This design comes from an exercise in tuning for small area on the open sky130 flow, not from production work. At most, simulation tests tie the RTL to the original design; equivalence was not proved. No functional check of the RTL was part of runs 2 and 3. Power is estimated from default activity; no workload was simulated.

[config.mk]
export PLATFORM = sky130hd
export DESIGN_NAME = dmem_responder
export DESIGN_NICKNAME = dmem_responder
export VERILOG_FILES = /design/flow/design.v
export SDC_FILE = /design/flow/constraint.sdc
export NUM_CORES = 4
export LEC_CHECK = 0
export CAP_MARGIN = 20
export CORE_MARGIN = 2
export CORE_UTILIZATION = 35
export PLACE_DENSITY = 0.45
export SLEW_MARGIN = 20
export SYNTH_HIERARCHICAL = 1
export SYNTH_MINIMUM_KEEP_SIZE = 0
[constraint.sdc]
create_clock -name core_clock -period 10.0 [get_ports {clock}]
set_input_delay 2.0000 -clock core_clock [delete_from_list [all_inputs] [get_ports {clock}]]
set_output_delay 2.0000 -clock core_clock [all_outputs]
set_load 0.01 [all_outputs]
[design.v]
module dmem_bit_next (
   input  logic q,
   input  logic wen,
   input  logic dn,
   output logic d
);
   assign d = wen ? q : ~dn;
endmodule
module dmem_rd_aoi3 (
   input  logic a0, s0, a1, s1, a2, s2,
   output logic y
);
   assign y = ~((a0 & s0) | (a1 & s1) | (a2 & s2));
endmodule
module dmem_responder #(
   parameter int          DEPTH = 64,
   parameter int          AW    = 6,
   parameter logic [31:0] BASE  = 32'h0000_0000
) (
   input  logic        clock,
   input  logic        reset,
   input  logic        dmemwena,
   input  logic        dmemrena,
   input  logic [31:0] aluout,
   input  logic [31:0] dmemdata,
   input  logic [1:0]  wbh,
   input  logic        wbh_fh,
   input  logic        err_clr,
   output logic [31:0] dmemout,
   output logic        err,
   output logic [31:0] err_addr,
   output logic [1:0]  err_code,
   output logic [15:0] st_count
);
   localparam logic [31:0] SPAN = 32'(DEPTH * 4);
   localparam int          NG   = (DEPTH + 2) / 3;    
   localparam logic [1:0] SZ_WORD = 2'b00;
   localparam logic [1:0] SZ_HALF = 2'b01;
   localparam logic [1:0] SZ_BYTE = 2'b10;
   localparam logic [1:0] SZ_RSVD = 2'b11;
   localparam logic [1:0] FLT_NONE  = 2'b00;
   localparam logic [1:0] FLT_ALIGN = 2'b01;
   localparam logic [1:0] FLT_RANGE = 2'b10;
   localparam logic [1:0] FLT_SIZE  = 2'b11;
   logic [31:0]   off;
   logic          in_range;
   logic [AW-1:0] idx;
   logic [1:0]    lane;
   logic          misaligned;
   logic [1:0]    fault;
   logic [3:0]    lane_mask;
   logic [31:0]   wdata_n;
   logic          commit;
   logic          capture;
   logic [31:0]      mem [DEPTH];    
   logic [DEPTH-1:0] valid;          
   logic          err_flag;
   logic [31:0]   err_addr_reg;
   logic [1:0]    err_code_reg;
   logic [15:0]   st_count_reg;
   always_comb begin
      off        = aluout - BASE;
      in_range   = (off < SPAN);
      idx        = off[AW+1:2];
      lane       = aluout[1:0];
      misaligned = ((wbh == SZ_WORD) && (lane != 2'b00)) ||
                   ((wbh == SZ_HALF) && lane[0]);
      if (wbh == SZ_RSVD)
         fault = FLT_SIZE;
      else if (!in_range)
         fault = FLT_RANGE;
      else if (misaligned)
         fault = FLT_ALIGN;
      else
         fault = FLT_NONE;
   end
   always_comb begin
      case (wbh)
         SZ_WORD: lane_mask = 4'b1111;
         SZ_HALF: lane_mask = lane[1] ? 4'b1100 : 4'b0011;
         SZ_BYTE: lane_mask = 4'b0001 << lane;
         default: lane_mask = 4'b0000;
      endcase
      wdata_n[7:0]   = ~(lane_mask[0] ? dmemdata[7:0] : 8'h00);
      wdata_n[15:8]  = ~(lane_mask[1] ? (wbh == SZ_BYTE ? dmemdata[7:0] : dmemdata[15:8]) : 8'h00);
      wdata_n[23:16] = ~(lane_mask[2] ? (wbh == SZ_WORD ? dmemdata[23:16] : dmemdata[7:0]) : 8'h00);
      wdata_n[31:24] = ~(lane_mask[3] ? (wbh == SZ_WORD ? dmemdata[31:24] :
                                         wbh == SZ_HALF ? dmemdata[15:8] : dmemdata[7:0]) : 8'h00);
      commit  = dmemwena && (fault == FLT_NONE);
      capture = (dmemwena || dmemrena) && (fault != FLT_NONE) &&
                (!err_flag || err_clr);
   end
   genvar w, b, k;
   generate
      for (w = 0; w < DEPTH; w++) begin : g_word
         logic wsel;
         assign wsel = commit && (idx == w);
         always_ff @(posedge clock or posedge reset) begin
            if (reset)
               valid[w] <= 1'b0;
            else if (wsel)
               valid[w] <= 1'b1;
         end
         for (b = 0; b < 4; b++) begin : g_lane
            logic        wen;
            logic [7:0]  nxt;
            assign wen = !(wsel && (lane_mask[b] || !valid[w]));
            for (k = 0; k < 8; k++) begin : g_bit
               dmem_bit_next u_nxt (.q(mem[w][8*b+k]), .wen(wen), .dn(wdata_n[8*b+k]), .d(nxt[k]));
            end
            always_ff @(posedge clock)
               mem[w][8*b +: 8] <= nxt;
         end
      end
   endgenerate
   logic [DEPTH-1:0] rsel;
   logic [31:0] word_rd;
   always_comb
      for (int i = 0; i < DEPTH; i++)
         rsel[i] = (idx == i) && valid[i];
   generate
      for (b = 0; b < 32; b++) begin : g_rd
         logic [NG-1:0] part_n;
         for (k = 0; k < NG; k++) begin : g_slice
            if (3*k + 2 < DEPTH) begin : g_full
               dmem_rd_aoi3 u_aoi (
                  .a0(mem[3*k][b]),   .s0(rsel[3*k]),
                  .a1(mem[3*k+1][b]), .s1(rsel[3*k+1]),
                  .a2(mem[3*k+2][b]), .s2(rsel[3*k+2]),
                  .y(part_n[k]));
            end else if (3*k + 1 < DEPTH) begin : g_two
               assign part_n[k] = ~((mem[3*k][b] & rsel[3*k]) | (mem[3*k+1][b] & rsel[3*k+1]));
            end else begin : g_one
               assign part_n[k] = ~(mem[3*k][b] & rsel[3*k]);
            end
         end
         assign word_rd[b] = ~&part_n;
      end
   endgenerate
   logic [15:0] half_sel;
   logic [7:0]  byte_sel;
   logic [31:0] load_data;
   always_comb begin
      half_sel  = lane[1] ? word_rd[31:16] : word_rd[15:0];
      byte_sel  = word_rd[8*lane +: 8];
      load_data = 32'h0;
      if (fault == FLT_NONE) begin
         case (wbh)
            SZ_WORD: load_data = word_rd;
            SZ_HALF: load_data = {{16{wbh_fh & half_sel[15]}}, half_sel};
            SZ_BYTE: load_data = {{24{wbh_fh & byte_sel[7]}}, byte_sel};
            default: load_data = 32'h0;
         endcase
      end
   end
   always_ff @(posedge clock or posedge reset) begin
      if (reset) begin
         st_count_reg <= 16'h0;
         err_flag     <= 1'b0;
         err_addr_reg <= 32'h0;
         err_code_reg <= 2'b00;
      end else begin
         if (commit && st_count_reg != 16'hFFFF)
            st_count_reg <= st_count_reg + 16'd1;
         if (capture) begin
            err_flag     <= 1'b1;
            err_addr_reg <= aluout;
            err_code_reg <= fault;
         end else if (err_clr) begin
            err_flag     <= 1'b0;
            err_addr_reg <= 32'h0;
            err_code_reg <= 2'b00;
         end
      end
   end
   assign dmemout  = load_data;
   assign err      = err_flag;
   assign err_addr = err_addr_reg;
   assign err_code = err_code_reg;
   assign st_count = st_count_reg;
endmodule
[run.sh]
#!/bin/bash
# synth_recipe.tcl (not shown) runs the flow's synth.tcl, then flattens the netlist and writes it again
# the make line also repeats each setting of config.mk as NAME=value (left out here)
make -C /OpenROAD-flow-scripts/flow DESIGN_CONFIG=/design/flow/config.mk WORK_HOME=/design/flow/orfs CLKGATE_MAP_FILE= SYNTH_SCRIPT=/design/flow/synth_recipe.tcl finish
==> results.txt, run 1 <==
- Root Buffer: clkbuf_16
- P_int: 14.0 mW
- Synth Register Bits: 2,163
- Ys flop type: dfxtp_1
- Die Width: around 470 um
- Initial antenna violation count: 10
- Max FFs per register: 2,048
- Final GP Congestion: roughly 0.87
- Longest Clk Path Bufs: 3
- Final period util: 0.977
- Final hold violations: 0
- Hold buffers post-CTS: 0
- Clock sink count: ~2,200
- Vias: 67,500
- Slew headroom: 0.185
- CP Class: input port to primary output
- Layout Nets: just under 9,000
- Largest delay share family, worst path: simple AND/OR/NAND/NOR gates
- Largest net degree at the start of global routing: between 70 and 80
- Routed Wire Length: slightly above 300,000 um
- F_max: a little over 100 MHz
- HPWL after DPL: roughly 220,000 um
- H-tree levels: 4
- All-layer global routing usage: 0.268
- Clock skew: 0.0431 ns
- RSZ-0062 raised after global routing: false
- Critical Path Sink Type: primary output
- Buf+Inv Stages, Crit Path: 6
- Lkg Pwr: roughly 31 nW
- Multi-input logic area: approximately 0.032 mm2
- Fraction of registers with async set/reset: 0.0532
- Chip Height: approximately 470 um
- Post-synth EDFFs: 0
- Post-route ant nets: 0
- Combinational Power Share: 0.030
- Core area: about 0.22 mm2
- Total CTS buffers: around 230
- Worst-path fanout max: 16
- Initial Util: 0.352
- Input/output buffers: roughly 150
- Die area: ~0.22 mm2
- Clock period minus worst slack: about 10 ns
- Setup TNS: 0 ns
- Yosys cell types: 58
- First-pass GRT wire length: between 400,000 and 500,000 um
- Average routed wire per standard cell: between 20 and 30 um
- Fraction of power consumed by sequential logic: 0.476
- Status: finished clean
- WP data required: around 8 ns
- CP max stage cell: clkdlybuf4s50_1
- Fin Hold WS: 0.446 ns
- Startpoint Class: input port
- CTS tree: done
- Post-Syn Area: approximately 0.076 mm2
- Hold crit path type: register to register
- Vias in the first global route: slightly above 60,000
- Mapped Nets: ~8,300
- Num ports: approximately 160
- Share of cells above drive strength 1: 0.0843
- Clock Latency Late Sink: just under 0.9 ns
- Max-cap violations: 0
- Syn Area/Cell: ~9.3 um2
- Switching share of power: 0.228
- Reg area: between 0.04 and 0.05 mm2
- Fill cells: ~21,000
- R2r setup slk: ~7.8 ns
- Maximum VDD drop: 146 uV
- Initial DRC Count: approximately 8,600
- Via-to-Cell Ratio: between 5 and 6
- PwrDens: between 150 and 200 mW/mm2
- Syn-to-layout area delta: 19.5%
- Global route total overflow: 0
- Setup violators final: 0
- Final worst slack: 0.232 ns
- Sw power: about 4.1 mW
- Warnings, synthesis: 9
- Count of non-filler cells in the finished layout: approximately 12,000
- Clock power frac: 0.494
- Crit-path most repeated cell: buf_4
- CP Cell Sequence: clkdlybuf4s50_1 > nor2b_1 > nand2_1 > buf_4 > nor2_4 > buf_4 > a222oi_1 > nand4_1 > nor4_1 > buf_4 > nor3b_1 > nand2_1 > a22oi_1 > buf_4 > a21oi_1 > clkdlybuf4s50_1
- Worst Tran Pin Value: 1.22 ns
- Placed instance count: between 10,000 and 15,000
- Crit-path max cell delay: slightly below 0.8 ns
- Clock Pin Slew Worst Setup and Hold Paths: about 0.060 ns
- Critical Path AT: 7.77 ns
- Final Slew Violations: 0
- Rows: roughly 170
- Postcts setup bufs: 0
- Cells after synthesis: 8,221
- Dpl ws: approximately 0.32 ns
- DR pass1 iterations: 11
- CTS-repair resized insts: 0
- Part of the Yosys area used for sequential elements: 0.575
- # DRC: 0
-- per-module statistics from Yosys, one instance, submodules excluded --
module / copies in the design / cells / area, um2
dmem_responder: 1 / 3453 / 51700
dmem_rd_aoi3: 672 / 1 / 10.0
dmem_bit_next: 2048 / 2 / 8.76
-- kinds of logic after synthesis --
group | Yosys count | synth area share
AOI/OAI and AO/OA | 3157 | 0.267
and+or+nand+nor | 2720 | 0.145
DFF | 2163 | 0.575
buffers and inverters | 141 | 0.00755
muxes | 25 | 0.00354
xor gates and xnor gates | 14 | 0.00170
adders and majority gates | 1 | 0.000164
-- synthesized netlist by cell type, types with 4 or more instances --
master / n / area share
nor3_1: 8 / 0.00052
a211o_1: 241 / 0.028
o22ai_1: 5 / 0.00041
buf_2: 20 / 0.0013
and2_1: 6 / 0.00049
nor4_1: 31 / 0.0025
and3_1: 39 / 0.0032
nand3_1: 73 / 0.0048
o221ai_1: 4 / 0.00046
a222oi_1: 672 / 0.088
nor2b_1: 8 / 0.00066
a21o_1: 9 / 0.00088
o21ai_0: 44 / 0.0029
nor4_2: 6 / 0.00098
a21oi_1: 34 / 0.0022
buf_4: 4 / 0.00039
nor2_1: 72 / 0.0035
buf_1: 11 / 0.00054
xor2_1: 7 / 0.00080
xnor2_1: 6 / 0.00069
nand4_1: 168 / 0.014
mux2_2: 16 / 0.0024
a2111o_1: 4 / 0.00059
nand2_1: 2288 / 0.11
clkbuf_1: 99 / 0.0049
dfrtp_1: 115 / 0.038
o21ai_1: 2050 / 0.13
mux2i_1: 9 / 0.0012
o31a_1: 4 / 0.00046
o21bai_1: 60 / 0.0059
dfxtp_1: 2048 / 0.54
a22oi_1: 16 / 0.0016
or4_1: 4 / 0.00039
and4_1: 6 / 0.00069
-- area by class of cell --
cell class / count / area share
Timing Repair Buffer: 401 / 0.0375
Inverter: 6 / 0.000302
Sequential cell: 2163 / 0.481
Antenna cell: 4 / 0.000110
Multi-Input combinational cell: 5917 / 0.354
Clock inverter: 81 / 0.0107
Tap cell: 2854 / 0.0391
Clock buffer: 356 / 0.0773
-- stage by stage --
step | power [mW] | area [um2] | util
4_1_cts | 18.3 | 91300 | 0.421
3_3_place_gp | 9.38 | 83100 | 0.383
6_report | 18.2 | 91300 | 0.421
5_1_grt | 18.7 | 91300 | 0.421
2_1_floorplan | 9.06 | 76400 | -
3_5_place_dp | 9.38 | 83200 | 0.384
-- placed cells by master (no fill, tap or decap), types with 17 or more instances in the layout --
cell type / instances
o21bai_1: 60
nor4_2: 18
a222oi_1: 672
a211o_1: 241
and3_1: 37
clkbuf_16: 237
nand2_2: 33
bufinv_16: 17
clkdlybuf4s50_1: 154
o21ai_1: 2050
nand2_1: 2252
dfxtp_1: 2048
clkbuf_8: 68
buf_4: 243
nand3_1: 69
nor4_1: 19
o21ai_0: 44
clkinv_2: 46
nor2_1: 43
clkbuf_1: 51
a21oi_1: 30
nand4_1: 168
dfrtp_1: 115
nor2_4: 19
-- per-layer routing --
| layer | part of all wire | wire length (um) | track usage | vias to the layer above |
|---|---|---|---|---|
| li1 | - | - | - | 32700 |
| met1 | 0.47 | 145000 | 0.392 | 32200 |
| met2 | 0.44 | 134000 | 0.410 | 2290 |
| met3 | 0.064 | 19600 | 0.0366 | 374 |
| met4 | 0.026 | 7910 | 0.0743 | 4 |
| met5 | 0.00010 | 32 | 0 | - |
-- path summary, 6_finish.rpt --
check | cells past startpoint | endpoint | start
worst max-delay path | 16 | dmemout[12] | aluout[3]
max in group asynchronous | 4 | valid[2]$_DFFE_PP0P_ | reset
worst min-delay path | 2 | mem[1][10]$_DFF_P_ | mem[1][10]$_DFF_P_
worst min register to register | 2 | mem[1][10]$_DFF_P_ | mem[1][10]$_DFF_P_
min in group asynchronous | 2 | st_count_reg[11]$_DFFE_PP0P_ | reset
worst max register to register | 6 | st_count_reg[5]$_DFFE_PP0P_ | st_count_reg[3]$_DFFE_PP0P_
-- worst register-to-register path, delay by kind of cell, from the launching register on --
family,cells,cell delay [ns]
simple gates,4,1.00
compound gates,1,0.50
flops,1,0.45
xor+xnor,1,0.15
-- power groups by stage --
stage                     Sequential (mW)  Combinational [mW]  Clock, mW
after floorplan                      8.84               0.218          0
after global placement               8.83               0.545          0
after detailed placement             8.83               0.548          0
after CTS                            8.64               0.549       9.15
after global routing                 8.64               0.573       9.49
final                                8.64               0.546       8.97
==> run 2, diff against run 1 <==
--- a/design.v
+++ b/design.v
@@ -34,6 +34,9 @@
 );
    localparam logic [31:0] SPAN = 32'(DEPTH * 4);
    localparam int          NG   = (DEPTH + 2) / 3;    
+   localparam int          VG   = 4;                  
+   localparam int          VB   = $clog2(VG);
+   localparam int          NV   = DEPTH / VG;
    localparam logic [1:0] SZ_WORD = 2'b00;
    localparam logic [1:0] SZ_HALF = 2'b01;
    localparam logic [1:0] SZ_BYTE = 2'b10;
@@ -49,11 +52,13 @@
    logic          misaligned;
    logic [1:0]    fault;
    logic [3:0]    lane_mask;
-   logic [31:0]   wdata_n;
+   logic [31:0]   wdata_n [VG];    
+   logic [3:0]    lane_wr;         
+   logic          grp_valid;       
    logic          commit;
    logic          capture;
    logic [31:0]      mem [DEPTH];    
-   logic [DEPTH-1:0] valid;          
+   logic [NV-1:0]    valid;          
    logic          err_flag;
    logic [31:0]   err_addr_reg;
    logic [1:0]    err_code_reg;
@@ -74,6 +79,7 @@
       else
          fault = FLT_NONE;
    end
+   logic [31:0] st_data;
    always_comb begin
       case (wbh)
          SZ_WORD: lane_mask = 4'b1111;
@@ -81,32 +87,42 @@
          SZ_BYTE: lane_mask = 4'b0001 << lane;
          default: lane_mask = 4'b0000;
       endcase
-      wdata_n[7:0]   = ~(lane_mask[0] ? dmemdata[7:0] : 8'h00);
-      wdata_n[15:8]  = ~(lane_mask[1] ? (wbh == SZ_BYTE ? dmemdata[7:0] : dmemdata[15:8]) : 8'h00);
-      wdata_n[23:16] = ~(lane_mask[2] ? (wbh == SZ_WORD ? dmemdata[23:16] : dmemdata[7:0]) : 8'h00);
-      wdata_n[31:24] = ~(lane_mask[3] ? (wbh == SZ_WORD ? dmemdata[31:24] :
-                                         wbh == SZ_HALF ? dmemdata[15:8] : dmemdata[7:0]) : 8'h00);
+      st_data[7:0]   = dmemdata[7:0];
+      st_data[15:8]  = (wbh == SZ_BYTE) ? dmemdata[7:0] : dmemdata[15:8];
+      st_data[23:16] = (wbh == SZ_WORD) ? dmemdata[23:16] : dmemdata[7:0];
+      st_data[31:24] = (wbh == SZ_WORD) ? dmemdata[31:24] :
+                       (wbh == SZ_HALF) ? dmemdata[15:8] : dmemdata[7:0];
+      grp_valid = valid[idx[AW-1:VB]];
+      lane_wr   = lane_mask | {4{!grp_valid}};
+      for (int j = 0; j < VG; j++)
+         for (int l = 0; l < 4; l++)
+            wdata_n[j][8*l +: 8] = ~(st_data[8*l +: 8] &
+                                     {8{lane_mask[l] && (idx[VB-1:0] == j)}});
       commit  = dmemwena && (fault == FLT_NONE);
       capture = (dmemwena || dmemrena) && (fault != FLT_NONE) &&
                 (!err_flag || err_clr);
    end
    genvar w, b, k;
    generate
-      for (w = 0; w < DEPTH; w++) begin : g_word
-         logic wsel;
-         assign wsel = commit && (idx == w);
+      for (w = 0; w < NV; w++) begin : g_grp
          always_ff @(posedge clock or posedge reset) begin
             if (reset)
                valid[w] <= 1'b0;
-            else if (wsel)
+            else if (commit && idx[AW-1:VB] == w)
                valid[w] <= 1'b1;
          end
+      end
+      for (w = 0; w < DEPTH; w++) begin : g_word
+         logic wsel;
+         assign wsel = commit && (idx[AW-1:VB] == w / VG) &&
+                       (idx[VB-1:0] == w % VG || !grp_valid);
          for (b = 0; b < 4; b++) begin : g_lane
             logic        wen;
             logic [7:0]  nxt;
-            assign wen = !(wsel && (lane_mask[b] || !valid[w]));
+            assign wen = !(wsel && lane_wr[b]);
             for (k = 0; k < 8; k++) begin : g_bit
-               dmem_bit_next u_nxt (.q(mem[w][8*b+k]), .wen(wen), .dn(wdata_n[8*b+k]), .d(nxt[k]));
+               dmem_bit_next u_nxt (.q(mem[w][8*b+k]), .wen(wen),
+                                    .dn(wdata_n[w % VG][8*b+k]), .d(nxt[k]));
             end
             always_ff @(posedge clock)
                mem[w][8*b +: 8] <= nxt;
@@ -117,7 +133,7 @@
    logic [31:0] word_rd;
    always_comb
       for (int i = 0; i < DEPTH; i++)
-         rsel[i] = (idx == i) && valid[i];
+         rsel[i] = (idx == i) && valid[i / VG];
    generate
       for (b = 0; b < 32; b++) begin : g_rd
          logic [NG-1:0] part_n;
--- a/config.mk
+++ b/config.mk
@@ -8,6 +8,7 @@
 export CAP_MARGIN = 20
 export CORE_MARGIN = 2
 export CORE_UTILIZATION = 35
+export CTS_BUF_LIST = sky130_fd_sc_hd__clkbuf_2 sky130_fd_sc_hd__clkbuf_4 sky130_fd_sc_hd__clkbuf_8
 export PLACE_DENSITY = 0.45
 export SLEW_MARGIN = 20
 export SYNTH_HIERARCHICAL = 1
==> results.txt, run 2 <==
- Maximum VDD drop: between 150 and 200 uV
- CTS tree: done
- Layout Nets: around 9,000
- Num ports: 155
- Status: finished clean
- R2R Path End: mem[24][10]$_DFF_P_
- Warnings, synthesis: 11
- Initial Util: 0.352
- Dpl ws: 0.329 ns
- Clock period minus worst slack: a little under 10 ns
- Count leader, synth: nand2_1
- Hold path startpoint: mem[55][18]$_DFF_P_
- Tot Pwr: around 18 mW
- Core area: roughly 0.21 mm2
- Part of the Yosys area used for sequential elements: 0.573
- Area share of fa/ha/maj cells after synthesis: 0.000168
- Post-route ant nets: 0
- Clock skew: between 0.07 and 0.08 ns
- F_max: between 100 and 150 MHz
- Hold crit path type: register to register
- Post-synth top area share: 0.551
- Ys flop type: dfxtp_1
- Mux share of post-synthesis cell area: 0.0118
- Worst-path fanout max: 18
- # DRC: 0
- Hold depth: 2
- R2r setup slk: approximately 6.4 ns
- Count of non-filler cells in the finished layout: roughly 12,000
- Final period util: 0.986
- RSZ-0062 raised after global routing: false
- Startpoint Class: input port
- Die Width: 465 um
- Final hold violations: 0
- Post-synth EDFFs: 0
- Total CTS buffers: 381
- WP data required: approximately 8.0 ns
- DR pass1 iterations: 14
- Input/output buffers: between 150 and 200
- Most common cell after layout, fill and taps aside: nand2_1
- Most frequent cells in the layout: nand2_1 (2,508), o21ai_1 (2,059), dfxtp_1 (2,048)
- R2r worst-path depth: 7
- Syn-to-layout area delta: 20.7%
- Initial DRC Count: ~10,000
- Via-to-Cell Ratio: around 5.9
- Worst Tran Pin Value: approximately 1.3 ns
- All-layer global routing usage: 0.338
- Die area: ~0.22 mm2
- XOR/XNOR Fraction of Synth Area: 0.00177
- Average routed wire per standard cell: 31.5 um
- Largest family of logic cells by synthesized area: compound AO/OA/AOI/OAI gates
- Syn Area/Cell: 9.10 um2
- Fin Hold WS: roughly 0.45 ns
- Hold Path End: mem[55][18]$_DFF_P_
- Postcts setup bufs: 0
- Final worst slack: around 0.14 ns
- Global route total overflow: 0
- CTS-repair resized insts: 0
- Max-cap violations: 0
- CP Class: input port to primary output
- Longest Clk Path Bufs: 4
- Lkg Pwr: between 30 and 40 nW
- Synth area leader: dfxtp_1
- Post-Syn Area: ~0.074 mm2
- Largest net degree at the start of global routing: 51
- Mapped Nets: ~8,300
- Cells after synthesis: about 8,200
- Setup violators final: 0
- Setup TNS: 0 ns
- Launching point of the worst reg2reg path: valid[1]$_DFFE_PP0N_
- Hold buffers post-CTS: 0
- Yosys cell types: 63
- Vias: about 70,000
- Synth Area in Compound Gates: 0.239
- Initial antenna violation count: 26
- Critical Path AT: a little under 8 ns
- HPWL after DPL: ~250,000 um
- Final GP Congestion: roughly 0.95
- Most frequent cells after synthesis: nand2_1 (2,541), o21ai_1 (2,061), dfxtp_1 (2,048)
- Clock sink count: ~2,100
- Root Buffer: clkbuf_8
- Chip Height: 465 um
- Max FFs per register: 2,048
- Clock Pin Slew Worst Setup and Hold Paths: around 0.05 ns
- Slew headroom: 0.142
- Rows: between 150 and 200
- Placed instance count: around 11,000
- First-pass GRT wire length: 517,000 um
- H-tree levels: 5
- Synth Register Bits: 2,115
- Clock Latency Late Sink: ~1.1 ns
- Final Slew Violations: 0
- Routed Wire Length: roughly 380,000 um
- Share of cells above drive strength 1: 0.123
- Synth top area cells: dfxtp_1 (55%), o21ai_1 (14%), nand2_1 (13%)
- Fraction of registers with async set/reset: 0.0317
- Synth Area in Simple Gates: 0.168
- Critical Path Sink Type: primary output
- Vias in the first global route: between 60,000 and 70,000
- PwrDens: 195 mW/mm2
-- run 2: cell count changes after synthesis, moves of 31 or more --
cell and change:
a211o_1 -239, and3_1 -35, clkbuf_1 -69, dfrtp_1 -48
nand2_1 +253, nor2_1 +58, o21ai_0 -31, o21bai_1 -50
or2_2 +47
-- run 2: metal layers --
layer | share of wire | track usage | vias up
met5 | 0.000032 | 0 | -
met4 | 0.069 | 0.205 | 2
met3 | 0.088 | 0.0736 | 913
met2 | 0.43 | 0.517 | 3603
met1 | 0.41 | 0.437 | 33300
li1 | - | - | 32400
-- run 2: logic make-up (layout without fill, tap and decap cells) --
| group | count (synthesis) | after routing |
|---|---|---|
| adders and majority gates | 1 | 1 |
| AOI/OAI and AO/OA | 2837 | 2837 |
| buffers and inverters | 76 | 1062 |
| and+or+nand+nor | 3063 | 3063 |
| xor gates and xnor gates | 15 | 15 |
| muxes | 74 | 74 |
| DFF | 2115 | 2115 |
| other | 0 | 9 |
-- run 2: area by class of cell --
class / count / area [um2]
Antenna cell: 9 / 22.5
Clock buffer: 612 / 7620
Clock inverter: 47 / 332
Fill cell: 21200 / 122000
Inverter: 4 / 16.3
Multi-Input combinational cell: 5990 / 32000
Sequential cell: 2115 / 42700
Tap cell: 2821 / 3530
Timing Repair Buffer: 399 / 3620
-- run 2: power by group --
| part | internal [mW] | total, mW | switching (mW) |
|---|---|---|---|
| registers | 8.45 | 8.46 | 0.0103 |
| clock network | 4.87 | 8.56 | 3.69 |
| logic | 0.114 | 0.505 | 0.391 |
| total | 13.4 | 17.5 | 4.10 |
-- run 2: worst max-delay path by stage --
stage,from,end,cells past startpoint
6_report,aluout[6],dmemout[0],13
5_1_grt,aluout[7],dmemout[0],14
4_1_cts,aluout[7],dmemout[0],14
3_5_place_dp,aluout[7],dmemout[0],14
3_3_place_gp,aluout[3],dmemout[0],13
2_1_floorplan,aluout[4],dmemout[10],12
-- run 2: through the flow --
stage,utilization,cell area [um2]
global route,0.424,89800
global placement,0.385,81500
detailed placement,0.386,81700
CTS,0.423,89600
finish,0.424,89800
floorplan,-,74400
-- run 2: per-module statistics from Yosys (local to each module, per instance) --
| module | flops+latches | cells inside | area [um2] | copies in the design |
|---|---|---|---|---|
| dmem_bit_next | 0 | 2 | 8.76 | 2048 |
| dmem_rd_aoi3 | 0 | 1 | 10.0 | 672 |
| dmem_responder | 2115 | 3413 | 49800 | 1 |
-- run 2: worst max-delay path: stages --
cell             delay, ns
clkdlybuf4s50_1       0.70
nor2b_1               0.51
nand3_1               0.36
nor2_4                1.06
a222oi_1              0.35
nand4_1               0.34
nor4_1                0.19
a31oi_1               0.57
o221ai_1              0.24
o21a_1                0.15
nor3_1                0.60
buf_4                 0.22
clkdlybuf4s50_1       0.53
==> run 3, diff against run 2 <==
--- a/config.mk
+++ b/config.mk
@@ -8,7 +8,7 @@
 export CAP_MARGIN = 20
 export CORE_MARGIN = 2
 export CORE_UTILIZATION = 35
-export CTS_BUF_LIST = sky130_fd_sc_hd__clkbuf_2 sky130_fd_sc_hd__clkbuf_4 sky130_fd_sc_hd__clkbuf_8
+export CTS_BUF_LIST = sky130_fd_sc_hd__clkbuf_4
 export PLACE_DENSITY = 0.45
 export SLEW_MARGIN = 20
 export SYNTH_HIERARCHICAL = 1
==> results.txt, run 3 <==
- Critical Path Sink Type: primary output
- Reg area: ~0.043 mm2
- Synth Register Bits: 2,115
- Maximum VDD drop: roughly 140 uV
- Root Buffer: clkbuf_4
- Max FFs per register: 2,048
- Fraction of power consumed by sequential logic: 0.493
- CTS-repair resized insts: 0
- Routed Wire Length: 380,000 um
- Worst Tran Pin Value: around 1.3 ns
- Longest Clk Path Bufs: 4
- All-layer global routing usage: 0.341
- Sw power: between 4 and 5 mW
- Ys flop type: dfxtp_1
- PwrDens: between 150 and 200 mW/mm2
- Layout Nets: approximately 9,200
- Mapped Nets: slightly above 8,000
- Warnings, synthesis: 11
- Clock sink count: 2,115
- Hold Path End: mem[58][16]$_DFF_P_
- First-pass GRT wire length: around 520,000 um
- Via-to-Cell Ratio: 5.81
- Most frequent cells in the layout: nand2_1 (2,508), o21ai_1 (2,059), dfxtp_1 (2,048)
- R2r setup slk: 6.38 ns
- Lkg Pwr: 30.2 nW
- Post-Route Utilization: 0.422
- Rows: about 170
- CP Class: input port to primary output
- Largest net degree at the start of global routing: just over 50
- Post-route ant nets: 0
- Chip Height: ~470 um
- # DRC: 0
- Area share of fa/ha/maj cells after synthesis: 0.000168
- Syn-to-layout area delta: 20.1%
- Average routed wire per standard cell: approximately 31 um
- Cells after synthesis: around 8,200
- CTS tree: done
- Clock skew: approximately 0.11 ns
- Share of cells above drive strength 1: 0.147
- Fraction of registers with async set/reset: 0.0317
- Total CTS buffers: about 600
- Post-synth top area share: 0.551
- Post-Syn Area: 0.0744 mm2
- Post-synth EDFFs: 0
- F_max: ~100 MHz
- P_int: around 13 mW
- Startpoint Class: input port
- Initial Util: 0.352
- Die Width: 465 um
- WP data required: around 8.0 ns
- Combinational Power Share: 0.030
- Postcts setup bufs: 0
- Setup TNS: 0 ns
- Initial DRC Count: 9,936
- R2R Path End: mem[24][9]$_DFF_P_
- Hold path startpoint: mem[58][16]$_DFF_P_
- Clock power frac: 0.477
- Die area: ~0.22 mm2
- Vias in the first global route: roughly 67,000
- Syn Area/Cell: 9.10 um2
- XOR/XNOR Fraction of Synth Area: 0.00177
- Hold buffers post-CTS: 0
- Final GP Congestion: approximately 0.95
- Fill cells: between 20,000 and 25,000
- Input/output buffers: ~150
- Count leader, synth: nand2_1
- Hold depth: 2
- Final period util: 0.998
- Most common cell after layout, fill and taps aside: nand2_1
- Clock period minus worst slack: between 9 and 10 ns
- Worst-path fanout max: 17
- Setup violators final: 0
- Launching point of the worst reg2reg path: valid[1]$_DFFE_PP0N_
- RSZ-0062 raised after global routing: false
- Vias: about 72,000
- Final Slew Violations: 0
- Yosys cell types: 63
- H-tree levels: 6
- Largest family of logic cells by synthesized area: compound AO/OA/AOI/OAI gates
- Clock Pin Slew Worst Setup and Hold Paths: around 0.06 ns
- Global route total overflow: 0
- Most frequent cells after synthesis: nand2_1 (2,541), o21ai_1 (2,061), dfxtp_1 (2,048)
- Multi-input logic area: 0.0320 mm2
- Synth top area cells: dfxtp_1 (55%), o21ai_1 (14%), nand2_1 (13%)
- Initial antenna violation count: 28
- Core area: ~0.21 mm2
- Mux share of post-synthesis cell area: 0.0118
- Num ports: about 160
- Status: finished clean
- Synth area leader: dfxtp_1
- Critical Path AT: 7.98 ns
- HPWL after DPL: ~250,000 um
- Switching share of power: 0.245
- Clock Latency Late Sink: between 1 and 1.5 ns
- Max-cap violations: 0
- Part of the Yosys area used for sequential elements: 0.573
- Hold crit path type: register to register
- R2r worst-path depth: 7
- DR pass1 iterations: 14
- Final hold violations: 0
- Synth Area in Compound Gates: 0.239
- Synth Area in Simple Gates: 0.168
- Slew headroom: 0.162
[run 3: worst max path at each step]
| stage | start | end | slack [ns] |
|---|---|---|---|
| 4_1_cts | aluout[7] | dmemout[0] | 0.33 |
| 3_3_place_gp | aluout[3] | dmemout[0] | 0.27 |
| 3_5_place_dp | aluout[7] | dmemout[0] | 0.33 |
| 6_report | aluout[7] | dmemout[0] | 0.02 |
| 2_1_floorplan | aluout[4] | dmemout[10] | 3.10 |
| 5_1_grt | aluout[7] | dmemout[0] | 0.26 |
[run 3: Yosys stat by module, one instance, submodules excluded]
module          cells  flip-flops and latches  area, um2
dmem_rd_aoi3        1                       0       10.0
dmem_responder   3413                    2115      49800
dmem_bit_next       2                       0       8.76
[run 3: per-stage QoR]
step / hold WS, ns / instances / worst slack [ns] / total power, mW / cell area (um2)
after CTS: 0.448 / 12300 / 0.330 / 17.3 / 89200
after detailed placement: 0.441 / 11300 / 0.329 / 9.13 / 81700
final: 0.447 / 12400 / 0.0232 / 17.1 / 89300
after floorplan: 0.429 / 8181 / 3.10 / 8.80 / 74400
after global placement: 0.434 / 11300 / 0.273 / 9.13 / 81500
after global routing: 0.460 / 12300 / 0.259 / 17.7 / 89300
[run 3: cell families (layout without fill, tap and decap cells)]
family,count (synthesis),in the layout
other,0,17
buffers and inverters,76,1409
DFF,2115,2115
adders and majority gates,1,1
xor gates and xnor gates,15,15
AOI/OAI and AO/OA,2837,2837
and+or+nand+nor,3063,3063
muxes,74,74
[run 3: final cells by class]
cell class / instances / share of cell area
Multi-Input combinational cell: 5990 / 0.358
Sequential cell: 2115 / 0.478
Antenna cell: 17 / 0.000476
Inverter: 4 / 0.000182
Clock inverter: 108 / 0.00843
Clock buffer: 899 / 0.0755
Timing Repair Buffer: 398 / 0.0403
Tap cell: 2821 / 0.0395
[run 3: worst max-delay path: stages]
cell and delay, ns:
clkdlybuf4s50_1 0.68, nor2b_1 0.52, nand2_1 0.37, nor2_4 0.77, buf_4 0.48, a222oi_1 0.18, nand4_1 0.32, nor4_1 0.19
a31oi_1 0.58, o221ai_1 0.24, o21a_1 0.15, nor3_1 0.65, buf_4 0.22, clkdlybuf4s50_1 0.53
[run 3: power by group through the flow]
stage                     Sequential (mW)  Combinational [mW]  Clock (mW)
after CTS                            8.45               0.491        8.31
after global routing                 8.45               0.502        8.80
final                                8.45               0.507        8.17
after floorplan                      8.64               0.155           0
after global placement               8.64               0.489           0
after detailed placement             8.64               0.490           0
[run 3: layer usage]
| layer | wire (um) | track usage | up-vias |
|---|---|---|---|
| met5 | 39 | 0 | - |
| met3 | 35100 | 0.0861 | 961 |
| met4 | 25800 | 0.210 | 6 |
| li1 | - | - | 33200 |
| met2 | 165000 | 0.521 | 3848 |
| met1 | 154000 | 0.431 | 33700 |
==> run 4, diff against run 3 <==
--- a/design.v
+++ b/design.v
@@ -11,6 +11,15 @@
    output logic y
 );
    assign y = ~((a0 & s0) | (a1 & s1) | (a2 & s2));
+endmodule
+module dmem_cap_next (
+   input  logic a,
+   input  logic ld,
+   input  logic q,
+   input  logic hold,
+   output logic d
+);
+   assign d = (a & ld) | (q & hold);
 endmodule
 module dmem_responder #(
    parameter int          DEPTH = 64,
@@ -35,7 +44,7 @@
    localparam logic [31:0] SPAN = 32'(DEPTH * 4);
    localparam int          NG   = (DEPTH + 2) / 3;    
    localparam int          VG   = 4;                  
-   localparam int          VB   = $clog2(VG);
+   localparam int          VB   = 2;                  
    localparam int          NV   = DEPTH / VG;
    localparam logic [1:0] SZ_WORD = 2'b00;
    localparam logic [1:0] SZ_HALF = 2'b01;
@@ -170,23 +179,31 @@
       end
    end
    always_ff @(posedge clock or posedge reset) begin
+      if (reset)
+         st_count_reg <= 16'h0;
+      else if (commit && st_count_reg != 16'hFFFF)
+         st_count_reg <= st_count_reg + 16'd1;
+   end
+   logic        cap_hold;
+   logic [34:0] cap_d, cap_a, cap_q;
+   assign cap_hold = !capture && !err_clr;
+   assign cap_a    = {1'b1, fault, aluout};
+   assign cap_q    = {err_flag, err_code_reg, err_addr_reg};
+   generate
+      for (b = 0; b < 35; b++) begin : g_cap
+         dmem_cap_next u_cap (
+            .a(cap_a[b]), .ld(capture),
+            .q(cap_q[b]), .hold(cap_hold),
+            .d(cap_d[b]));
+      end
+   endgenerate
+   always_ff @(posedge clock or posedge reset) begin
       if (reset) begin
-         st_count_reg <= 16'h0;
          err_flag     <= 1'b0;
          err_addr_reg <= 32'h0;
          err_code_reg <= 2'b00;
       end else begin
-         if (commit && st_count_reg != 16'hFFFF)
-            st_count_reg <= st_count_reg + 16'd1;
-         if (capture) begin
-            err_flag     <= 1'b1;
-            err_addr_reg <= aluout;
-            err_code_reg <= fault;
-         end else if (err_clr) begin
-            err_flag     <= 1'b0;
-            err_addr_reg <= 32'h0;
-            err_code_reg <= 2'b00;
-         end
+         {err_flag, err_code_reg, err_addr_reg} <= cap_d;
       end
    end
    assign dmemout  = load_data;
==> flow/run.sh (new file) <==
#!/bin/bash
set -euo pipefail
cd "$(dirname "$0")/.."
CTS="-sink_clustering_enable -repair_clock_nets -dont_use_dummy_load -sink_clustering_size 14 -sink_clustering_max_diameter 80 -buf_list {sky130_fd_sc_hd__clkbuf_8}"
bash standard.sh "CTS_ARGS=$CTS" "BUFFER_PORTS_ARGS=-buffer_cell sky130_fd_sc_hd__buf_1" finish > standard.log 2>&1
==> standard.sh (new file) <==
#!/bin/bash
# synth_recipe.tcl (not shown) runs the flow's synth.tcl, then flattens the netlist and writes it again
# the make line also repeats each setting of config.mk as NAME=value (left out here)
make -C /OpenROAD-flow-scripts/flow DESIGN_CONFIG=/design/flow/config.mk WORK_HOME=/design/flow/orfs CLKGATE_MAP_FILE= SYNTH_SCRIPT=/design/flow/synth_recipe.tcl "${@:-finish}"
--- a/config.mk
+++ b/config.mk
@@ -8,7 +8,6 @@
 export CAP_MARGIN = 20
 export CORE_MARGIN = 2
 export CORE_UTILIZATION = 35
-export CTS_BUF_LIST = sky130_fd_sc_hd__clkbuf_4
 export PLACE_DENSITY = 0.45
 export SLEW_MARGIN = 20
 export SYNTH_HIERARCHICAL = 1
removed: run.sh
==> results.txt, run 4 <==
- Hold buffers post-CTS: 0
- Largest delay share family, worst path: simple AND/OR/NAND/NOR gates
- Most frequent cells after synthesis: nand2_1 (2,520), o21ai_1 (2,051), dfxtp_1 (2,048)
- Final Slew Violations: 0
- Final worst slack: 0.738 ns
- Initial Util: 0.352
- Warnings, synthesis: 11
- H-tree levels: 4
- Reg area: around 0.043 mm2
- CP max stage cell: nor4_1
- Fin Hold WS: 0.452 ns
- WP data required: 8.00 ns
- Largest family of logic cells by synthesized area: compound AO/OA/AOI/OAI gates
- Area share of fa/ha/maj cells after synthesis: 0.000169
- Synth Area in Simple Gates: 0.164
- Fraction of registers with async set/reset: 0.0317
- Hold crit path type: register to register
- Global route total overflow: 0
- Post-synth EDFFs: 0
- Launching point of the worst reg2reg path: valid[15]$_DFFE_PP0N_
- Mux share of post-synthesis cell area: 0.00385
- Syn-to-layout area delta: 11.2%
- Hold Path End: mem[13][25]$_DFF_P_
- Post-route ant nets: 0
- R2r worst-path depth: 7
- Setup TNS: 0 ns
- Worst Tran Pin Value: 1.27 ns
- Vias: just under 70,000
- Hold depth: 2
- Synth top area cells: dfxtp_1 (56%), o21ai_1 (14%), nand2_1 (13%)
- Final period util: 0.926
- Initial antenna violation count: 29
- Clock Latency Late Sink: approximately 1.0 ns
- Critical Path AT: 7.26 ns
- Longest Clk Path Bufs: 3
- CTS tree: done
- Hold path startpoint: mem[13][25]$_DFF_P_
- Clock skew: approximately 0.057 ns
- PwrDens: ~160 mW/mm2
- Rows: about 170
- Die area: 0.215 mm2
- Synth Area in Compound Gates: 0.247
- Post-Syn Area: around 0.074 mm2
- All-layer global routing usage: 0.331
- R2r setup slk: between 6 and 7 ns
- Average routed wire per standard cell: roughly 32 um
- Part of the Yosys area used for sequential elements: 0.578
- Max FFs per register: roughly 2,000
- Startpoint Class: input port
- Initial DRC Count: 10,400
- Routed Wire Length: about 370,000 um
- Critical Path Sink Type: primary output
- Ys flop type: dfxtp_1
- Yosys cell types: 60
- Core area: approximately 0.21 mm2
- Fill cells: approximately 21,000
- Mapped Nets: ~8,200
- Vias in the first global route: between 60,000 and 70,000
- Slew headroom: 0.154
- Die Width: between 400 and 500 um
- Via-to-Cell Ratio: around 6.0
- Post-synth top area share: 0.555
- Chip Height: 463 um
- Most frequent cells in the layout: nand2_1 (2,500), o21ai_1 (2,051), dfxtp_1 (2,048)
- Crit-path most repeated cell: buf_1
- Root Buffer: clkbuf_8
- Buf+Inv Stages, Crit Path: 3
- Tot Pwr: 13.2 mW
- XOR/XNOR Fraction of Synth Area: 0.00178
- Max-cap violations: 0
- Num ports: ~160
- Crit-path max cell delay: 1.00 ns
- Clock sink count: roughly 2,100
- Synth Register Bits: 2,115
- Count leader, synth: nand2_1
- Maximum VDD drop: approximately 150 uV
- HPWL after DPL: 246,000 um
- Syn Area/Cell: between 9 and 10 um2
- Dpl ws: ~0.97 ns
- Multi-input logic area: 0.0314 mm2
- Worst-path fanout max: 19
- CP Cell Sequence: buf_1 > nor2b_1 > nand2_1 > nor2_4 > buf_4 > a222oi_1 > nand4_1 > nor4_1 > nand3_1 > o22ai_1 > o21ai_0 > and2_1 > buf_1
- R2R Path End: mem[0][18]$_DFF_P_
- Share of cells above drive strength 1: 0.0630
- Postcts setup bufs: 0
- Setup violators final: 0
- Final hold violations: 0
- Input/output buffers: approximately 150
- Largest net degree at the start of global routing: 68
- First-pass GRT wire length: between 500,000 and 600,000 um
- Status: finished clean
- DR pass1 iterations: 13
- Clock Pin Slew Worst Setup and Hold Paths: about 0.090 ns
- Synth area leader: dfxtp_1
- Most common cell after layout, fill and taps aside: nand2_1
- CTS-repair resized insts: 0
- Lkg Pwr: 25.9 nW
- Total CTS buffers: 169
- # DRC: 0
- Layout Nets: approximately 8,600
- Clock period minus worst slack: a little over 9 ns
- Final GP Congestion: between 0.9 and 1
- F_max: ~110 MHz
- Cells after synthesis: 8,109
- RSZ-0062 raised after global routing: false
- CP Class: input port to primary output
[run 4: changes by cell type after synthesis, sizes merged, moves of 13 or more]
cell	delta
a22o	+41
mux2i	-13
o21a	+23
nor2b	-29
mux2	-41
nand2	-17
[run 4: cells by family after synthesis]
family          Yosys count
xor+xnor                 15
flops                  2115
mux                      22
fa+ha+maj                 1
other cells               1
simple gates           2998
buf+inv                  74
compound gates         2883
[run 4: worst min-delay path: cells and delay by family (launching register included)]
family / cells / cell delay (ns)
flip-flops: 1 / 0.32
AND/OR/NAND/NOR: 1 / 0.05
AO/OA/AOI/OAI: 1 / 0.05
[run 4: worst max-delay path by stage]
stage	start	end	slack (ns)	depth (start not counted)
after floorplan	aluout[3]	dmemout[10]	2.57	11
after global placement	aluout[3]	dmemout[11]	1.02	13
after detailed placement	aluout[3]	dmemout[13]	0.97	13
after CTS	aluout[3]	dmemout[13]	0.94	13
after global routing	aluout[3]	dmemout[13]	0.81	13
final	aluout[2]	dmemout[1]	0.74	13
[run 4: Yosys stat by module, one instance, submodules excluded]
module	times used	area, um2	flops+latches	cells inside
dmem_cap_next	35	8.76	0	1
dmem_bit_next	2048	8.76	0	2
dmem_responder	1	48900	2115	3306
dmem_rd_aoi3	672	10.0	0	1
[run 4: cell type report]
cell class | count | share of cell area
Antenna cell | 12 | 0.000366
Clock buffer | 169 | 0.0283
Inverter | 8 | 0.000366
Multi-Input combinational cell | 5920 | 0.383
Sequential cell | 2115 | 0.520
Tap cell | 2805 | 0.0428
Timing Repair Buffer | 344 | 0.0254
[run 4: routing by layer]
metal  part of all wire  GRT usage
met5            0.00018          0
met4              0.069      0.202
met3              0.077     0.0590
met2               0.45      0.527
met1               0.40      0.417
[run 4: stage by stage]
| stage | util | std cells | area (um2) |
|---|---|---|---|
| final | 0.392 | 11400 | 82100 |
| after global routing | 0.392 | 11400 | 82100 |
| after CTS | 0.391 | 11400 | 82000 |
| after detailed placement | 0.380 | 11200 | 79700 |
| after global placement | 0.380 | 11200 | 79600 |
| after floorplan | - | 8109 | 73800 |
[run 4: power by group]
part	switching, mW	internal (mW)
logic	0.344	0.0605
clock network	2.87	1.51
registers	0.00974	8.43
==> run 5, diff against run 4 <==
==> flow/run.sh (replaced) <==
#!/bin/bash
set -euo pipefail
cd "$(dirname "$0")/.."
CTS="-sink_clustering_enable -repair_clock_nets -dont_use_dummy_load -sink_clustering_size 15 -sink_clustering_max_diameter 80 -buf_list {sky130_fd_sc_hd__clkbuf_8}"
bash standard.sh "CTS_ARGS=$CTS" "BUFFER_PORTS_ARGS=-buffer_cell sky130_fd_sc_hd__buf_1" finish > standard.log 2>&1
--- a/config.mk
+++ b/config.mk
@@ -7,8 +7,8 @@
 export LEC_CHECK = 0
 export CAP_MARGIN = 20
 export CORE_MARGIN = 2
-export CORE_UTILIZATION = 35
-export PLACE_DENSITY = 0.45
+export CORE_UTILIZATION = 65
+export PLACE_DENSITY = 0.75
 export SLEW_MARGIN = 20
 export SYNTH_HIERARCHICAL = 1
 export SYNTH_MINIMUM_KEEP_SIZE = 0
==> results.txt, run 5 <==
- Status: finished clean
- Setup TNS: 0 ns
- Most frequent cells after synthesis: nand2_1 (2,520), o21ai_1 (2,051), dfxtp_1 (2,048)
- Most common cell after layout, fill and taps aside: nand2_1
- Syn Area/Cell: about 9.1 um2
- CTS-repair resized insts: 0
- Global route total overflow: 0
- Synth Register Bits: 2,115
- Core area: approximately 0.11 mm2
- Rows: between 100 and 150
- Chip Height: roughly 340 um
- Buf+Inv Stages, Crit Path: 2
- Initial Util: 0.656
- Post-route ant nets: 0
- Layout Nets: 8,580
- Synth area leader: dfxtp_1
- Design Area, Final: around 0.08 mm2
- Clock sink count: approximately 2,100
- P_int: around 9.9 mW
- Hold buffers post-CTS: 0
- Clock Latency Late Sink: roughly 0.9 ns
- Fraction of registers with async set/reset: 0.0317
- Clock Pin Slew Worst Setup and Hold Paths: about 0.090 ns
- WP data required: roughly 8 ns
- Warnings, synthesis: 11
- Max-cap violations: 0
- Post-place instance area: between 0.07 and 0.08 mm2
- Critical Path AT: around 7.1 ns
- DR pass1 iterations: 15
- Hold crit path type: register to register
- Sw power: a little under 3 mW
- Switching share of power: 0.230
- Synth top area cells: dfxtp_1 (56%), o21ai_1 (14%), nand2_1 (13%)
- Lkg Pwr: around 26 nW
- All-layer global routing usage: 0.510
- Max FFs per register: 2,048
- Post-synth top area share: 0.555
- Cells after synthesis: just over 8,000
- Vias: 71,000
- Largest delay share family, worst path: simple AND/OR/NAND/NOR gates
- Most frequent cells in the layout: nand2_1 (2,514), o21ai_1 (2,051), dfxtp_1 (2,048)
- F_max: 111 MHz
- # DRC: 0
- Via-to-Cell Ratio: roughly 7.1
- Startpoint Class: input port
- Clock skew: just over 0.07 ns
- Mapped Nets: slightly above 8,000
- RSZ-0062 raised after global routing: false
- Input/output buffers: approximately 150
- Worst-path fanout max: 32
- Total CTS buffers: about 160
- Post-synth EDFFs: 0
- Maximum VDD drop: 143 uV
- Clock power frac: 0.315
- Syn-to-layout area delta: 8.59%
- Worst Tran Pin Value: about 1.3 ns
- Final GP Congestion: between 1 and 1.5
- CP Cell Sequence: buf_1 > nor2b_1 > nand2_1 > nor2_4 > a222oi_1 > nand4_1 > nor4_1 > nand2_1 > o221ai_1 > o21ai_0 > and2_1 > buf_1
- Initial antenna violation count: 16
- Post-Syn Area: 0.0738 mm2
- First-pass GRT wire length: between 400,000 and 500,000 um
- Die Width: 341 um
- Average routed wire per standard cell: 30.7 um
- Tot Pwr: about 13 mW
- Share of cells above drive strength 1: 0.0561
- Initial DRC Count: ~14,000
- Postcts setup bufs: 0
- CP max stage cell: nor4_1
- Final period util: 0.905
- Fraction of power consumed by sequential logic: 0.655
- Vias in the first global route: around 64,000
- Part of the Yosys area used for sequential elements: 0.578
- Final hold violations: 0
- Crit-path max cell delay: 0.85 ns
- Die area: approximately 0.12 mm2
- Routed Wire Length: 307,000 um
- CP Class: input port to primary output
- CTS tree: done
- Largest net degree at the start of global routing: 52
- Fin Hold WS: ~0.45 ns
- Final Slew Violations: 0
- Num ports: approximately 160
- H-tree levels: 4
- HPWL after DPL: 201,000 um
- Combinational Power Share: 0.029
- Root Buffer: clkbuf_8
- Longest Clk Path Bufs: 3
- Critical Path Sink Type: primary output
- Clock period minus worst slack: between 9 and 10 ns
- Ys flop type: dfxtp_1
- Yosys cell types: 60
- PwrDens: 161 mW/mm2
- Count leader, synth: nand2_1
- Setup violators final: 0
- Slew headroom: 0.110
-- run 5: per-layer routing --
layer,wire length [um],global-route usage,vias up
met5,101,0,-
met4,27800,0.377,12
met1,106000,0.631,32400
met3,51300,0.208,1581
met2,122000,0.715,5760
li1,-,-,31300
-- run 5: logic make-up after synthesis --
family	after synthesis	synth area share
buffers and inverters	74	0.00505
AOI/OAI and AO/OA	2883	0.247
adders and majority gates	1	0.000169
DFF	2115	0.578
xor gates and xnor gates	15	0.00178
and+or+nand+nor	2998	0.164
other	1	0.0000508
muxes	22	0.00385
-- run 5: final timing paths --
| kind | from | end | slack (ns) | cells past startpoint |
|---|---|---|---|---|
| max reg2reg | valid[15]$_DFFE_PP0N_ | mem[4][6]$_DFF_P_ | 6.18 | 7 |
| min | mem[10][4]$_DFF_P_ | mem[10][4]$_DFF_P_ | 0.45 | 2 |
| max | aluout[6] | dmemout[0] | 0.95 | 12 |
| max in group asynchronous | reset | valid[1]$_DFFE_PP0N_ | 7.86 | 3 |
| min in group asynchronous | reset | st_count_reg[11]$_DFFE_PP0P_ | 1.03 | 2 |
| min reg2reg | mem[10][4]$_DFF_P_ | mem[10][4]$_DFF_P_ | 0.45 | 2 |
-- run 5: per-stage QoR --
stage | instances | utilization | worst slack, ns
after floorplan | 8109 | - | 2.57
after global placement | 9830 | 0.688 | 1.18
after detailed placement | 9838 | 0.690 | 1.36
after CTS | 9997 | 0.710 | 1.36
after global routing | 10000 | 0.712 | 1.03
final | 10000 | 0.712 | 0.951
-- run 5: power by group through the flow --
stage	registers [mW]	clock network (mW)	logic, mW
2_1_floorplan	8.65	0	0.126
3_3_place_gp	8.64	0	0.341
3_5_place_dp	8.64	0	0.344
4_1_cts	8.45	4.03	0.345
5_1_grt	8.45	4.34	0.365
6_report	8.45	4.06	0.379
-- run 5: worst min-delay path, delay by kind of cell (launching register included) --
family / cells / cell delay, ns
compound gates: 1 / 0.05
flops: 1 / 0.32
simple gates: 1 / 0.05
-- run 5: cell type report --
cell class | count | area [um2]
Multi-Input combinational cell | 5920 | 31400
Fill cell | 9014 | 32500
Timing Repair Buffer | 303 | 1960
Tap cell | 1500 | 1880
Antenna cell | 14 | 35.0
Clock buffer | 159 | 2190
Inverter | 8 | 30.0
Sequential cell | 2115 | 42700
-- run 5: Yosys stat by module, one instance, submodules excluded --
module          cell area (um2)  flops+latches
dmem_bit_next              8.76              0
dmem_cap_next              8.76              0
dmem_rd_aoi3               10.0              0
dmem_responder            48900           2115
==> run 6, diff against run 5 <==
--- a/config.mk
+++ b/config.mk
@@ -7,8 +7,8 @@
 export LEC_CHECK = 0
 export CAP_MARGIN = 20
 export CORE_MARGIN = 2
-export CORE_UTILIZATION = 65
-export PLACE_DENSITY = 0.75
+export CORE_UTILIZATION = 55
+export PLACE_DENSITY = 0.65
 export SLEW_MARGIN = 20
 export SYNTH_HIERARCHICAL = 1
 export SYNTH_MINIMUM_KEEP_SIZE = 0
==> results.txt, run 6 <==
- Initial Util: 0.554
- Ys flop type: dfxtp_1
- Post-route ant nets: 0
- Post-synth top area share: 0.555
- Startpoint Class: input port
- Post-Syn Area: 0.0738 mm2
- # DRC: 0
- Mapped Nets: slightly above 8,000
- Average routed wire per standard cell: 31.3 um
- Longest Clk Path Bufs: 3
- CTS tree: done
- Cells after synthesis: a little over 8,000
- HPWL after DPL: around 220,000 um
- Vias in the first global route: between 60,000 and 70,000
- Routed Wire Length: 322,000 um
- Layout Nets: roughly 8,600
- Postcts setup bufs: 0
- Fraction of registers with async set/reset: 0.0317
- Maximum VDD drop: 134 uV
- Combinational Power Share: 0.029
- Initial DRC Count: 12,700
- Synth top area cells: dfxtp_1 (56%), o21ai_1 (14%), nand2_1 (13%)
- Chip Height: between 300 and 400 um
- Setup violators final: 0
- Final period util: 0.913
- Crit-path max cell delay: about 0.9 ns
- DR pass1 iterations: 15
- Tot Pwr: about 13 mW
- Clock Latency Late Sink: roughly 0.95 ns
- Final worst slack: 0.872 ns
- Lkg Pwr: 25.7 nW
- Sw power: approximately 3.0 mW
- Fraction of power consumed by sequential logic: 0.652
- Clock Pin Slew Worst Setup and Hold Paths: roughly 0.090 ns
- Status: finished clean
- Clock skew: 0.0626 ns
- Critical Path AT: a little over 7 ns
- All-layer global routing usage: 0.455
- First-pass GRT wire length: 447,000 um
- Syn-to-layout area delta: 9.05%
- Hold buffers post-CTS: 0
- Die Width: between 300 and 400 um
- Most frequent cells in the layout: nand2_1 (2,512), o21ai_1 (2,051), dfxtp_1 (2,048)
- Hold crit path type: register to register
- CTS-repair resized insts: 0
- Final Slew Violations: 0
- F_max: about 110 MHz
- P_int: between 9 and 10 mW
- Die area: between 0.1 and 0.15 mm2
- Setup TNS: 0 ns
- Num ports: around 160
- RSZ-0062 raised after global routing: false
- Buf+Inv Stages, Crit Path: 4
- Syn Area/Cell: roughly 9.1 um2
- Worst-path fanout max: 17
- Max FFs per register: between 2,000 and 2,500
- Vias: 69,700
- Count leader, synth: nand2_1
- Warnings, synthesis: 11
- Final hold violations: 0
- CP Cell Sequence: buf_1 > buf_4 > nor2_1 > nand2_1 > nor2_4 > buf_16 > a222oi_1 > nand4_1 > nor4_1 > nand4_1 > a2111oi_0 > or3_1 > a21oi_1 > buf_1
- Post-synth EDFFs: 0
- Switching share of power: 0.234
- Initial antenna violation count: 13
- H-tree levels: 4
- Share of cells above drive strength 1: 0.0582
- Worst Tran Pin Value: approximately 1.3 ns
- Synth area leader: dfxtp_1
- Root Buffer: clkbuf_8
- Final GP Congestion: about 1.0
- Clock power frac: 0.318
- Synth Register Bits: 2,115
- Max-cap violations: 0
- Clock period minus worst slack: 9.13 ns
- Most frequent cells after synthesis: nand2_1 (2,520), o21ai_1 (2,051), dfxtp_1 (2,048)
- Part of the Yosys area used for sequential elements: 0.578
- CP max stage cell: a222oi_1
- Via-to-Cell Ratio: roughly 6.8
- Rows: around 130
- Critical Path Sink Type: primary output
- WP data required: ~8.0 ns
- Dpl ws: roughly 1.3 ns
- PwrDens: roughly 160 mW/mm2
- Core area: about 0.13 mm2
- Largest net degree at the start of global routing: 44
- Clock sink count: 2,115
- Global route total overflow: 0
- Input/output buffers: between 150 and 200
- CP Class: input port to primary output
- Slew headroom: 0.137
- Total CTS buffers: ~160
- Most common cell after layout, fill and taps aside: nand2_1
- Largest delay share family, worst path: simple AND/OR/NAND/NOR gates
- Yosys cell types: 60
-- run 6: cells by family (layout without fill, tap and decap cells) --
logic type               Yosys count  in the layout  share of synthesized area
AO/OA/AOI/OAI                   2883           2883                      0.247
XOR/XNOR                          15             15                    0.00178
adder cells (fa/ha/maj)            1              1                   0.000169
buffers and inverters             74            492                    0.00505
flip-flops                      2115           2115                      0.578
multiplexers                      22             22                    0.00385
other                              1             11                  0.0000508
AND/OR/NAND/NOR                 2998           2998                      0.164
-- run 6: area by class of cell --
type	instances	area [um2]
Inverter	8	30.0
Sequential cell	2115	42700
Clock buffer	159	2190
Antenna cell	10	25.0
Multi-Input combinational cell	5920	31400
Tap cell	1768	2210
Timing Repair Buffer	325	1980
Fill cell	12000	52800
-- run 6: power by group through the flow --
stage	clock, mW	combinational, mW	sequential, mW
after floorplan	0	0.126	8.65
after global placement	0	0.352	8.64
after detailed placement	0	0.353	8.64
after CTS	4.11	0.353	8.45
after global routing	4.43	0.373	8.45
final	4.13	0.381	8.45
-- run 6: per-stage QoR --
step	utilization	area [um2]	instances	hold WS, ns
6_report	0.604	80500	10300	0.453
3_5_place_dp	0.587	78200	10100	0.441
5_1_grt	0.604	80500	10300	0.463
2_1_floorplan	-	73800	8109	0.427
3_3_place_gp	0.586	78100	10100	0.435
4_1_cts	0.603	80400	10300	0.453
-- run 6: path summary, 6_finish.rpt --
| check | startpoint | endpoint | slack, ns | cells after the start |
|---|---|---|---|---|
| max | aluout[4] | dmemout[2] | 0.87 | 14 |
| min | mem[38][22]$_DFF_P_ | mem[38][22]$_DFF_P_ | 0.45 | 2 |
| max reg2reg | valid[11]$_DFFE_PP0N_ | mem[20][31]$_DFF_P_ | 6.19 | 6 |
| min reg2reg | mem[38][22]$_DFF_P_ | mem[38][22]$_DFF_P_ | 0.45 | 2 |
| max in group asynchronous | reset | err_addr_reg[1]$_DFF_PP0_ | 7.90 | 3 |
| min in group asynchronous | reset | st_count_reg[9]$_DFFE_PP0P_ | 1.04 | 2 |
-- run 6: per-module statistics from Yosys (local to each module, per instance) --
module | cell area (um2) | cells inside
dmem_responder | 48900 | 3306
dmem_rd_aoi3 | 10.0 | 1
dmem_bit_next | 8.76 | 2
dmem_cap_next | 8.76 | 1
-- run 6: metal layers --
metal	GRT usage	wire length (um)
met5	0.00140	61
met4	0.281	23700
met3	0.156	45600
met2	0.648	131000
met1	0.592	122000
-- run 6: tightest hold or removal path, stage by stage (launching register included) --
cell	delay [ns]
dfxtp_1	0.32
nand2_1	0.05
o21ai_1	0.05
==> run 7, diff against run 6 <==
==> flow/run.sh (replaced) <==
#!/bin/bash
set -euo pipefail
cd "$(dirname "$0")/.."
CTS="-sink_clustering_enable -repair_clock_nets -dont_use_dummy_load -sink_clustering_size 16 -sink_clustering_max_diameter 80 -buf_list {sky130_fd_sc_hd__clkbuf_8}"
bash standard.sh "CTS_ARGS=$CTS" "BUFFER_PORTS_ARGS=-buffer_cell sky130_fd_sc_hd__buf_1" finish > standard.log 2>&1
--- a/config.mk
+++ b/config.mk
@@ -7,8 +7,8 @@
 export LEC_CHECK = 0
 export CAP_MARGIN = 20
 export CORE_MARGIN = 2
-export CORE_UTILIZATION = 55
-export PLACE_DENSITY = 0.65
+export CORE_UTILIZATION = 65
+export PLACE_DENSITY = 0.75
 export SLEW_MARGIN = 20
 export SYNTH_HIERARCHICAL = 1
 export SYNTH_MINIMUM_KEEP_SIZE = 0
==> results.txt, run 7 <==
- Postcts setup bufs: 0
- Initial DRC Count: 14,100
- Setup TNS: 0 ns
- Post-route ant nets: 0
- # DRC: 0
- Num ports: roughly 160
- Rows: about 120
- WP data required: approximately 8 ns
- Core area: around 0.11 mm2
- Global route total overflow: 0
- Synth Register Bits: approximately 2,100
- Average routed wire per standard cell: ~31 um
- Clock skew: slightly above 0.09 ns
- Clock period minus worst slack: a little over 9 ns
- Synth area leader: dfxtp_1
- Fraction of power consumed by sequential logic: 0.660
- Share of cells above drive strength 1: 0.0546
- Final GP Congestion: roughly 1.0
- Fraction of registers with async set/reset: 0.0317
- P_int: around 10 mW
- HPWL after DPL: 201,000 um
- Mapped Nets: ~8,200
- DR pass1 iterations: 17
- Yosys cell types: 60
- Setup violators final: 0
- CTS tree: done
- Reg area: about 0.043 mm2
- Clock Pin Slew Worst Setup and Hold Paths: roughly 0.09 ns
- Lkg Pwr: approximately 26 nW
- Slew headroom: 0.0809
- Vias in the first global route: between 60,000 and 70,000
- Post-Syn Area: approximately 0.074 mm2
- Warnings, synthesis: 11
- Sw power: a little under 3 mW
- Longest Clk Path Bufs: 3
- Initial antenna violation count: 18
- Clock sink count: approximately 2,100
- Initial Util: 0.656
- Hold buffers post-CTS: 0
- Root Buffer: clkbuf_8
- Final worst slack: about 0.95 ns
- Switching share of power: 0.231
- Most frequent cells after synthesis: nand2_1 (2,520), o21ai_1 (2,051), dfxtp_1 (2,048)
- RSZ-0062 raised after global routing: false
- Fill cells: 9,038
- Cells after synthesis: 8,109
- Syn-to-layout area delta: 8.38%
- Synth top area cells: dfxtp_1 (56%), o21ai_1 (14%), nand2_1 (13%)
- Count leader, synth: nand2_1
- Critical Path Sink Type: primary output
- Ys flop type: dfxtp_1
- Post-synth EDFFs: 0
- Fin Hold WS: ~0.45 ns
- Max FFs per register: a little over 2,000
- PwrDens: around 160 mW/mm2
- Vias: slightly above 70,000
- Input/output buffers: about 150
- Dpl ws: between 1 and 1.5 ns
- Largest net degree at the start of global routing: between 50 and 60
- Critical Path AT: a little over 7 ns
- Most frequent cells in the layout: nand2_1 (2,514), o21ai_1 (2,051), dfxtp_1 (2,048)
- Startpoint Class: input port
- Final Slew Violations: 0
- Part of the Yosys area used for sequential elements: 0.578
- Post-synth top area share: 0.555
- Die Width: between 300 and 400 um
- Clock power frac: 0.311
- Worst-path fanout max: 17
- Worst Tran Pin Value: approximately 1.4 ns
- Via-to-Cell Ratio: 7.10
- First-pass GRT wire length: 432,000 um
- Total CTS buffers: 150
- Final period util: 0.905
- CTS-repair resized insts: 0
- CP Class: input port to primary output
- H-tree levels: 4
- Die area: roughly 0.12 mm2
- Routed Wire Length: about 300,000 um
- All-layer global routing usage: 0.510
- Maximum VDD drop: around 130 uV
- Layout Nets: 8,570
- Syn Area/Cell: between 9 and 10 um2
- Combinational Power Share: 0.030
- Most common cell after layout, fill and taps aside: nand2_1
- F_max: approximately 110 MHz
- Hold crit path type: register to register
- Multi-input logic area: ~0.031 mm2
- Final hold violations: 0
- Clock Latency Late Sink: between 0.9 and 1 ns
- Max-cap violations: 0
- Status: finished clean
- Chip Height: 341 um
run 7: cell counts after synthesis:
Identical to the previous run, type by type.
run 7: worst max-delay path, stage by stage:
cell      delay [ns]
buf_1           0.50
nor2_1          0.20
nand3_1         0.41
nor2_4          0.26
buf_4           0.31
a222oi_1        0.48
nand4_1         0.28
nor4_1          0.83
nand2_1         0.45
o221ai_1        0.32
o21ai_0         0.48
and2_1          0.37
buf_1           0.13
run 7: cell families (layout without fill, tap and decap cells):
family / count (synthesis) / after routing / share of synthesized area
other: 1 / 14 / 0.0000508
multiplexers: 22 / 22 / 0.00385
AND/OR/NAND/NOR: 2998 / 2998 / 0.164
buffers and inverters: 74 / 460 / 0.00505
AO/OA/AOI/OAI: 2883 / 2883 / 0.247
adder cells (fa/ha/maj): 1 / 1 / 0.000169
XOR/XNOR: 15 / 15 / 0.00178
flip-flops: 2115 / 2115 / 0.578
run 7: layer usage:
metal	track usage	share of wire
met2	0.714	0.39
met1	0.633	0.35
met4	0.380	0.094
met3	0.202	0.17
met5	0	0.00022
run 7: Yosys stat by module (local to each module, per instance):
| module | times used | cells | flip-flops and latches |
|---|---|---|---|
| dmem_cap_next | 35 | 1 | 0 |
| dmem_rd_aoi3 | 672 | 1 | 0 |
| dmem_responder | 1 | 3306 | 2115 |
| dmem_bit_next | 2048 | 2 | 0 |
run 7: power by group through the flow:
stage	registers (mW)	logic [mW]	clock network, mW
after floorplan	8.65	0.126	0
after detailed placement	8.64	0.344	0
after global routing	8.45	0.365	4.24
after global placement	8.64	0.341	0
final	8.45	0.380	3.98
after CTS	8.45	0.345	3.94
run 7: worst paths after layout:
path,from,depth (start not counted),to,slack [ns]
min,mem[22][25]$_DFF_P_,2,mem[22][25]$_DFF_P_,0.45
max reg2reg,valid[15]$_DFFE_PP0N_,7,mem[44][18]$_DFF_P_,6.22
min reg2reg,mem[22][25]$_DFF_P_,2,mem[22][25]$_DFF_P_,0.45
max in group asynchronous,reset,3,valid[1]$_DFFE_PP0N_,7.87
min in group asynchronous,reset,2,st_count_reg[11]$_DFFE_PP0P_,1.01
max,aluout[5],13,dmemout[0],0.95
run 7: area by class of cell:
type                            count  area share
Sequential cell                  2115       0.533
Multi-Input combinational cell   5920       0.392
Clock buffer                      150      0.0258
Timing Repair Buffer              302      0.0242
Tap cell                         1500      0.0235
Antenna cell                       13    0.000406
Inverter                            8    0.000375
run 7: per-stage QoR:
step                      std cells   util  area, um2  power [mW]
after floorplan                8109      -      73800        8.77
after global placement         9830  0.688      77500        8.98
after detailed placement       9838  0.690      77800        8.99
after CTS                      9988  0.709      79800        12.7
after global routing           9998  0.710      80000        13.1
final                         10000  0.710      80000        12.8

==> what the ideal ports hide <==
The results above use ideal ports. As a check the final layouts listed here were re-extracted and re-timed, cells and wires unchanged. Step 1: set_driving_cell puts a clkbuf_16 on clock and a buf_2 on each other input, an assumption about the parent block. Step 2 times the ports against the registers' clock, not the clock port: input delays grow and output delays shrink by t, the midpoint of the rising clock arrivals with the driver on. Three values: ideal ports, drivers, drivers and shift; two values: the first two.
run | t (ns) | setup WS [ns] | hold slack, ns | worst setup path after step 2 | worst data-port slew with drivers (ns)
run 1 | 0.965 | 0.232 / 0.163 / 0.163 | 0.446 / 0.446 / 0.446 | input to output | 0.11
run 2 | 1.167 | 0.143 / 0.051 / 0.051 | 0.446 / 0.446 / 0.446 | input to output | 0.18
run 3 | 1.512 | 0.023 / -0.102 / -0.102 | 0.447 / 0.447 / 0.447 | input to output | 0.17
run 4 | 1.074 | 0.738 / 0.711 / 0.711 | 0.452 / 0.452 / 0.452 | input to output | 0.07
run 5 | 0.966 | 0.951 / 0.923 / 0.923 | 0.452 / 0.452 / 0.452 | input to output | 0.15
run 6 | 1.013 | 0.872 / 0.766 / 0.766 | 0.453 / 0.453 / 0.453 | input to output | 0.17
run 7 | 0.976 | 0.946 / 0.914 / 0.914 | 0.452 / 0.452 / 0.452 | input to output | 0.14
With both steps, setup timing fails in run 3, where it was met with ideal ports. For run 3, which loses most, drivers alone change the setup slack by -0.125 ns; drivers and shift together by -0.125 ns.
